This is an optimization exercise on Yosys and OpenROAD, whose aim is small area, not a production implementation.
At most, simulation tests tie the RTL to the original design; equivalence was not proved.
No activity file was given, so power comes from the tool's default toggle rates.

==> inputs of 10-14 <==
==> flow/design.v <==
`timescale 1ns/1ps
package pcie_tlp_pkg;
    typedef enum logic [3:0] {
        REQ_READ  = 4'd0,
        REQ_WRITE = 4'd1
    } tlp_req_e;
    typedef logic [255:0] beat_t;        
    typedef struct packed {
        tlp_req_e    req_type;
        logic [15:0] reg_addr;            
        logic [63:0] payload;
        logic [15:0] requester_id;
        logic [7:0]  tag;
        logic [2:0]  tc;
        logic [6:0]  lower_addr;
        logic [10:0] dw_count;
    } mmio_req_t;
    typedef struct packed {
        logic [15:0] requester_id;
        logic [7:0]  tag;
        logic [2:0]  tc;
        logic [6:0]  lower_addr;
        logic [10:0] dword_count;
        logic [2:0]  status;
    } cpl_hdr_t;
    typedef struct packed {
        tlp_req_e    req_type;
        logic        sop;
        logic        last;
        logic [63:0] addr;
        logic [10:0] dw_count;            
        logic [7:0]  tag;
        logic [2:0]  tc;
        beat_t       payload;
    } rq_req_t;
    typedef struct packed {
        beat_t payload;
        logic  last;
    } rc_beat_t;
    localparam logic [2:0] CPL_STATUS_SC = 3'd0;    
endpackage
`timescale 1ns/1ps
package user_regs_pkg;
    localparam logic [15:0] REG_SCRATCH     = 16'h00;
    localparam logic [15:0] REG_ID          = 16'h04;
    localparam logic [15:0] REG_INT_CTRL    = 16'h08;
    localparam logic [15:0] REG_STATUS      = 16'h0C;
    localparam logic [15:0] REG_DMA_ADDR    = 16'h10;    
    localparam logic [15:0] REG_DMA_CTRL    = 16'h18;
    localparam logic [15:0] REG_DMA_STATUS  = 16'h1C;
    localparam logic [15:0] REG_RT_SRC_ADDR = 16'h20;
    localparam logic [15:0] REG_RT_DST_ADDR = 16'h28;
    localparam logic [15:0] REG_RT_CTRL     = 16'h30;
    localparam logic [15:0] REG_RT_STATUS   = 16'h34;    
    typedef enum logic [1:0] {
        RT_MODE_OFF   = 2'd0,
        RT_MODE_SMALL = 2'd1,
        RT_MODE_LARGE = 2'd2
    } rt_mode_e;
    localparam logic [10:0] RT_SMALL_DWS   = 11'd4;     
    localparam logic [10:0] RT_LARGE_DWS   = 11'd12;    
    localparam logic [63:0] RT_STATUS_DONE = 64'd2;
endpackage
`timescale 1ns/1ps
`timescale 1ns/1ps
`timescale 1ns/1ps
`timescale 1ns/1ps
`timescale 1ns/1ps
module user_logic (
    input  logic                     user_clk,
    input  logic                     user_reset_p,
    input  logic                     cq_valid,
    input  pcie_tlp_pkg::mmio_req_t  cq_req,
    input  logic                     cc_ready,
    output logic                     cc_valid,
    output pcie_tlp_pkg::cpl_hdr_t   cc_hdr,
    output logic [63:0]              cc_data,
    input  logic                     rq_ready,
    output logic                     rq_valid,
    output pcie_tlp_pkg::rq_req_t    rq,
    input  logic                     rc_valid,
    input  pcie_tlp_pkg::rc_beat_t   rc
);
    localparam int NREG = 10;
    function automatic logic [3:0] IDX(input int i);
        case (i)
            0: IDX = 4'd0;   1: IDX = 4'd1;   2: IDX = 4'd2;  3: IDX = 4'd3;
            4: IDX = 4'd4;   5: IDX = 4'd6;   6: IDX = 4'd7;  7: IDX = 4'd8;
            8: IDX = 4'd10;  default: IDX = 4'd12;
        endcase
    endfunction
    localparam int R_SRC  = 7;
    localparam int R_DST  = 8;
    localparam int R_CTRL = 9;
    localparam logic [3:0] IDX_STATUS = 4'd13;
    localparam logic [3:0] IDX_NONE   = 4'd15;
    logic [63:0]     r    [NREG];
    logic [NREG-1:0] rv;
    logic [NREG-1:0] hit;
    logic            hit_status;
    logic            addr_ok;
    logic            wr_req;
    logic            rd_req;
    assign addr_ok    = (cq_req.reg_addr[15:6] == '0) && (cq_req.reg_addr[1:0] == 2'b00);
    assign wr_req     = cq_valid && (cq_req.req_type == pcie_tlp_pkg::REQ_WRITE);
    assign rd_req     = cq_valid && (cq_req.req_type == pcie_tlp_pkg::REQ_READ);
    assign hit_status = addr_ok && (cq_req.reg_addr[5:2] == IDX_STATUS);
    for (genvar i = 0; i < NREG; i++) begin : g_reg
        assign hit[i] = addr_ok && (cq_req.reg_addr[5:2] == IDX(i));
        always_ff @(posedge user_clk or posedge user_reset_p) begin
            if (user_reset_p)
                rv[i] <= 1'b0;
            else if (wr_req && hit[i])
                rv[i] <= 1'b1;
        end
        always_ff @(posedge user_clk) begin
            if (wr_req && hit[i])
                r[i] <= cq_req.payload;
        end
    end
    logic        pending;
    logic        take_req;
    logic        send_cpl;
    logic [3:0]  rd_idx;
    logic [44:0] pend_hdr;
    logic [63:0] rd_data;
    assign take_req = !pending && rd_req;
    assign send_cpl = pending && cc_ready;
    always_ff @(posedge user_clk or posedge user_reset_p) begin
        if (user_reset_p) begin
            pending  <= 1'b0;
            cc_valid <= 1'b0;
        end else begin
            cc_valid <= send_cpl;
            if (take_req)
                pending <= 1'b1;
            else if (send_cpl)
                pending <= 1'b0;
        end
    end
    always_ff @(posedge user_clk) begin
        if (take_req) begin
            rd_idx   <= (hit != '0 || hit_status) ? cq_req.reg_addr[5:2] : IDX_NONE;
            pend_hdr <= cq_req[44:0];
        end
    end
    assign cc_hdr = {pend_hdr, pcie_tlp_pkg::CPL_STATUS_SC};
    logic rt_done;
    always_comb begin
        rd_data = '0;
        for (int i = 0; i < NREG; i++)
            if (rd_idx == IDX(i) && rv[i])
                rd_data = r[i];
        if (rd_idx == IDX_STATUS && rt_done)
            rd_data = user_regs_pkg::RT_STATUS_DONE;
    end
    always_ff @(posedge user_clk)
        cc_data <= rd_data;
    logic ctrl_small, ctrl_large, ctrl_off;
    assign ctrl_small = rv[R_CTRL] && (r[R_CTRL] == 64'd1);
    assign ctrl_large = rv[R_CTRL] && (r[R_CTRL] == 64'd2);
    assign ctrl_off   = !rv[R_CTRL] || (r[R_CTRL] == 64'd0);
    logic busy;          
    logic is_write;      
    logic second;        
    logic big;
    logic wait_data;     
    logic slot;
    logic rc_done;
    logic rq_accept;
    logic load_read, load_wr0, load_wr1, wr_last;
    logic capture;
    logic [63:0]  addr_q;
    logic [255:0] beat0, beat1;
    assign rq_accept = rq_valid && rq_ready;
    assign wr_last   = !big || second;
    assign load_read = !busy && (ctrl_small || ctrl_large);
    assign load_wr0  = wait_data && rc_done;
    assign load_wr1  = rq_accept && is_write && !wr_last;
    assign capture   = busy && rc_valid && !rc_done;
    always_ff @(posedge user_clk or posedge user_reset_p) begin
        if (user_reset_p) begin
            busy      <= 1'b0;
            rq_valid  <= 1'b0;
            rt_done   <= 1'b0;
            wait_data <= 1'b0;
            is_write  <= 1'b0;
            second    <= 1'b0;
            big     <= 1'b0;
            slot      <= 1'b0;
            rc_done   <= 1'b0;
        end else begin
            if (load_read) begin
                busy     <= 1'b1;
                rq_valid <= 1'b1;
                is_write <= 1'b0;
                second   <= 1'b0;
                big    <= ctrl_large;
            end
            if (rq_accept && !is_write) begin
                rq_valid  <= 1'b0;
                wait_data <= 1'b1;
            end
            if (load_wr0) begin
                wait_data <= 1'b0;
                rq_valid  <= 1'b1;
                is_write  <= 1'b1;
            end
            if (load_wr1)
                second <= 1'b1;
            if (rq_accept && is_write && wr_last) begin
                rq_valid <= 1'b0;
                rt_done  <= 1'b1;
            end
            if (rt_done && ctrl_off) begin
                rt_done <= 1'b0;
                busy    <= 1'b0;
            end
            if (!busy) begin
                slot    <= 1'b0;
                rc_done <= 1'b0;
            end else if (capture) begin
                if (rc.last)
                    rc_done <= 1'b1;
                else
                    slot <= 1'b1;
            end
        end
    end
    always_ff @(posedge user_clk) begin
        if (load_read || load_wr0)
            addr_q <= load_read ? (rv[R_SRC] ? r[R_SRC] : '0)
                                : (rv[R_DST] ? r[R_DST] : '0);
        if (capture && !slot)
            beat0 <= rc.payload;
        if (capture && slot)
            beat1 <= rc.payload;
    end
    always_comb begin
        rq.req_type = is_write ? pcie_tlp_pkg::REQ_WRITE : pcie_tlp_pkg::REQ_READ;
        rq.sop      = !second;
        rq.last     = !is_write || wr_last;
        rq.addr     = addr_q;
        rq.dw_count = big ? user_regs_pkg::RT_LARGE_DWS : user_regs_pkg::RT_SMALL_DWS;
        rq.tag      = is_write ? 8'd2 : 8'd1;
        rq.tc       = 3'd0;
        rq.payload  = !is_write ? '0 : second ? beat1 : beat0;
    end
endmodule
==> flow/run.sh <==
#!/bin/bash
# synth_recipe.tcl (not shown) runs the flow's synth.tcl, then flattens the netlist and writes it again
# the make line also repeats each setting of config.mk as NAME=value (left out here)
make -C /OpenROAD-flow-scripts/flow DESIGN_CONFIG=/design/flow/config.mk WORK_HOME=/design/flow/orfs CLKGATE_MAP_FILE= SYNTH_SCRIPT=/design/flow/synth_recipe.tcl finish
==> flow/config.mk <==
export PLATFORM = sky130hd
export DESIGN_NAME = user_logic
export DESIGN_NICKNAME = user_logic
export VERILOG_FILES = /design/flow/design.v
export SDC_FILE = /design/flow/constraint.sdc
export NUM_CORES = 4
export LEC_CHECK = 0
export CAP_MARGIN = 20
export CORE_MARGIN = 2
export CORE_UTILIZATION = 40
export SLEW_MARGIN = 20
==> flow/constraint.sdc <==
create_clock -name core_clock -period 4.0 [get_ports {user_clk}]
set_input_delay 0.8000 -clock core_clock [delete_from_list [all_inputs] [get_ports {user_clk}]]
set_output_delay 0.8000 -clock core_clock [all_outputs]
set_load 0.01 [all_outputs]
==> 05-12 (differences from 10-14) <==
--- a/flow/design.v
+++ b/flow/design.v
@@ -165,2 +165,4 @@
     logic second;        
+    logic out_b0;        
+    logic out_b1;        
     logic big;
@@ -188,2 +190,4 @@
             second    <= 1'b0;
+            out_b0    <= 1'b0;
+            out_b1    <= 1'b0;
             big     <= 1'b0;
@@ -197,2 +201,4 @@
                 second   <= 1'b0;
+                out_b0   <= 1'b0;
+                out_b1   <= 1'b0;
                 big    <= ctrl_large;
@@ -207,5 +213,9 @@
                 is_write  <= 1'b1;
-            end
-            if (load_wr1)
+                out_b0    <= 1'b1;
+            end
+            if (load_wr1) begin
                 second <= 1'b1;
+                out_b0 <= 1'b0;
+                out_b1 <= 1'b1;
+            end
             if (rq_accept && is_write && wr_last) begin
@@ -246,3 +256,3 @@
         rq.tc       = 3'd0;
-        rq.payload  = !is_write ? '0 : second ? beat1 : beat0;
+        rq.payload  = (beat0 & {256{out_b0}}) | (beat1 & {256{out_b1}});
     end
==> flow/flow/run.sh (new file) <==
#!/bin/bash
# Standard ORFS layout, with the port buffers made from the smallest buffer cell.
set -euo pipefail
export BUFFER_PORTS_ARGS="-buffer_cell sky130_fd_sc_hd__buf_1"
bash standard.sh > flow_make.log 2>&1
==> flow/standard.sh (new file) <==
#!/bin/bash
# synth_recipe.tcl (not shown) runs the flow's synth.tcl, then flattens the netlist and writes it again
# the make line also repeats each setting of config.mk as NAME=value (left out here)
make -C /OpenROAD-flow-scripts/flow DESIGN_CONFIG=/design/flow/config.mk WORK_HOME=/design/flow/orfs CLKGATE_MAP_FILE= SYNTH_SCRIPT=/design/flow/synth_recipe.tcl "${@:-finish}"
- CTS_BUF_LIST: not set -> sky130_fd_sc_hd__clkbuf_4
removed: flow/run.sh
==> 06-22 (differences from 10-14) <==
--- a/flow/design.v
+++ b/flow/design.v
@@ -148,2 +148,6 @@
     logic rt_done;
+    logic [NREG-1:0] rsel;
+    for (genvar i = 0; i < NREG; i++) begin : g_rsel
+        assign rsel[i] = (rd_idx == IDX(i)) && rv[i];
+    end
     always_comb begin
@@ -151,6 +155,4 @@
         for (int i = 0; i < NREG; i++)
-            if (rd_idx == IDX(i) && rv[i])
-                rd_data = r[i];
-        if (rd_idx == IDX_STATUS && rt_done)
-            rd_data = user_regs_pkg::RT_STATUS_DONE;
+            rd_data = rd_data | (r[i] & {64{rsel[i]}});
+        rd_data[1] = rd_data[1] | ((rd_idx == IDX_STATUS) && rt_done);
     end
@@ -165,2 +167,4 @@
     logic second;        
+    logic out_b0;        
+    logic out_b1;        
     logic big;
@@ -188,2 +192,4 @@
             second    <= 1'b0;
+            out_b0    <= 1'b0;
+            out_b1    <= 1'b0;
             big     <= 1'b0;
@@ -197,2 +203,4 @@
                 second   <= 1'b0;
+                out_b0   <= 1'b0;
+                out_b1   <= 1'b0;
                 big    <= ctrl_large;
@@ -207,5 +215,9 @@
                 is_write  <= 1'b1;
-            end
-            if (load_wr1)
+                out_b0    <= 1'b1;
+            end
+            if (load_wr1) begin
                 second <= 1'b1;
+                out_b0 <= 1'b0;
+                out_b1 <= 1'b1;
+            end
             if (rq_accept && is_write && wr_last) begin
@@ -246,3 +258,3 @@
         rq.tc       = 3'd0;
-        rq.payload  = !is_write ? '0 : second ? beat1 : beat0;
+        rq.payload  = (beat0 & {256{out_b0}}) | (beat1 & {256{out_b1}});
     end
==> flow/flow/run.sh (new file) <==
#!/bin/bash
# Standard ORFS layout, with the port buffers made from the smallest buffer cell.
set -euo pipefail
export BUFFER_PORTS_ARGS="-buffer_cell sky130_fd_sc_hd__buf_1"
bash standard.sh > flow_make.log 2>&1
==> flow/standard.sh (new file) <==
#!/bin/bash
# synth_recipe.tcl (not shown) runs the flow's synth.tcl, then flattens the netlist and writes it again
# the make line also repeats each setting of config.mk as NAME=value (left out here)
make -C /OpenROAD-flow-scripts/flow DESIGN_CONFIG=/design/flow/config.mk WORK_HOME=/design/flow/orfs CLKGATE_MAP_FILE= SYNTH_SCRIPT=/design/flow/synth_recipe.tcl "${@:-finish}"
- CORE_UTILIZATION: 40 -> 75
- CTS_CLUSTER_DIAMETER: not set -> 100
- CTS_CLUSTER_SIZE: not set -> 30
removed: flow/run.sh
==> notes <==
Sequential share of layout area: 10-14 < 05-12 < 06-22. Between 06-22 and 10-14, the lower first-iteration DRC count is in 10-14 (gap about 30%, measured against 10-14). Synthesized cell count: 06-22 < 10-14 < 05-12. Die area: 06-22 < 05-12 < 10-14. Sequential cell count: 10-14 is lower than 06-22 (1). Between 05-12 and 06-22, the lower register-to-register slack is in 05-12 (gap 120 ps). Wire length, lowest first: 06-22, 05-12, 10-14.
==> figures <==
| quantity | 05-12 | 06-22 | 10-14 |
|---|---|---|---|
| Outcome | no timing/DRC/antenna violations | no timing/DRC/antenna violations | no timing/DRC/antenna violations |
| Number of H-tree levels | 5 | 2 | 4 |
| Final design instance area without fill | 0.06334 mm² | 0.05328 mm² | 0.06503 mm² |
| Xor/xnor cell area share of the yosys netlist | 0.0003540 | 0.0001852 | 0.0001767 |
| Floorplan Core Area | 0.1232 mm² | 0.06274 mm² | 0.1233 mm² |
| Worst slew pin tran | 949.4 ps | 1007 ps | 1168 ps |
| Leakage power | 21.55 nW | 16.44 nW | 22.72 nW |
| Async set-or-reset flop fraction in the synthesized netlist | 0.01628 | 0.01628 | 0.01556 |
| GR met1 Demand/Resource | 0.2845 | 0.5327 | 0.3354 |
| Multi-input combinational area share | 0.1408 | 0.1296 | 0.1387 |
| Distinct cell type count of the synthesized netlist | 56 | 44 | 60 |
| Netlist Area Pre-Place | 0.04948 mm² | 0.04730 mm² | 0.04956 mm² |
| Fraction of power consumed by the clock network | 0.429 | 0.293 | 0.442 |
| Highest Clock Rate | 0.2687 GHz | 0.2884 GHz | 0.2545 GHz |
| Antenna violations before repair | 16 | 46 | 41 |
| Cts bufs inserted | 363 | 51 | 142 |
Function not checked in 05-12: the RTL went through the layout flow alone.

==> afterwards: timing with drivers on the ports <==
The results above use ideal ports. As a check the final layouts listed here were re-extracted and re-timed, cells and wires unchanged. Step 1 sets driving cells, clkbuf_16 on the clock port and buf_2 on the other inputs (assumed; they add their load-dependent delay and slew). Step 2 moves the port delays by t, midway between the first and last clock arrival at a register: inputs arrive t later, outputs are due t later. That takes back most of the time a late clock gives input paths. Three values: ideal, step 1, step 2; two values: the first two.
run	shift t [ns]	slack for setup (ns)	latest minus earliest clock arrival (ns)	worst slew at a driven data input, ns	pins driven straight from the clock port
10-14	0.824	0.071 / 0.000 / 0.077	0.028 / 0.028	0.19	1
05-12	1.284	0.278 / 0.209 / 0.388	0.105 / 0.105	0.12	1
06-22	0.738	0.533 / 0.465 / 0.549	0.041 / 0.041	0.26	1
After both steps every run listed still meets setup and hold.
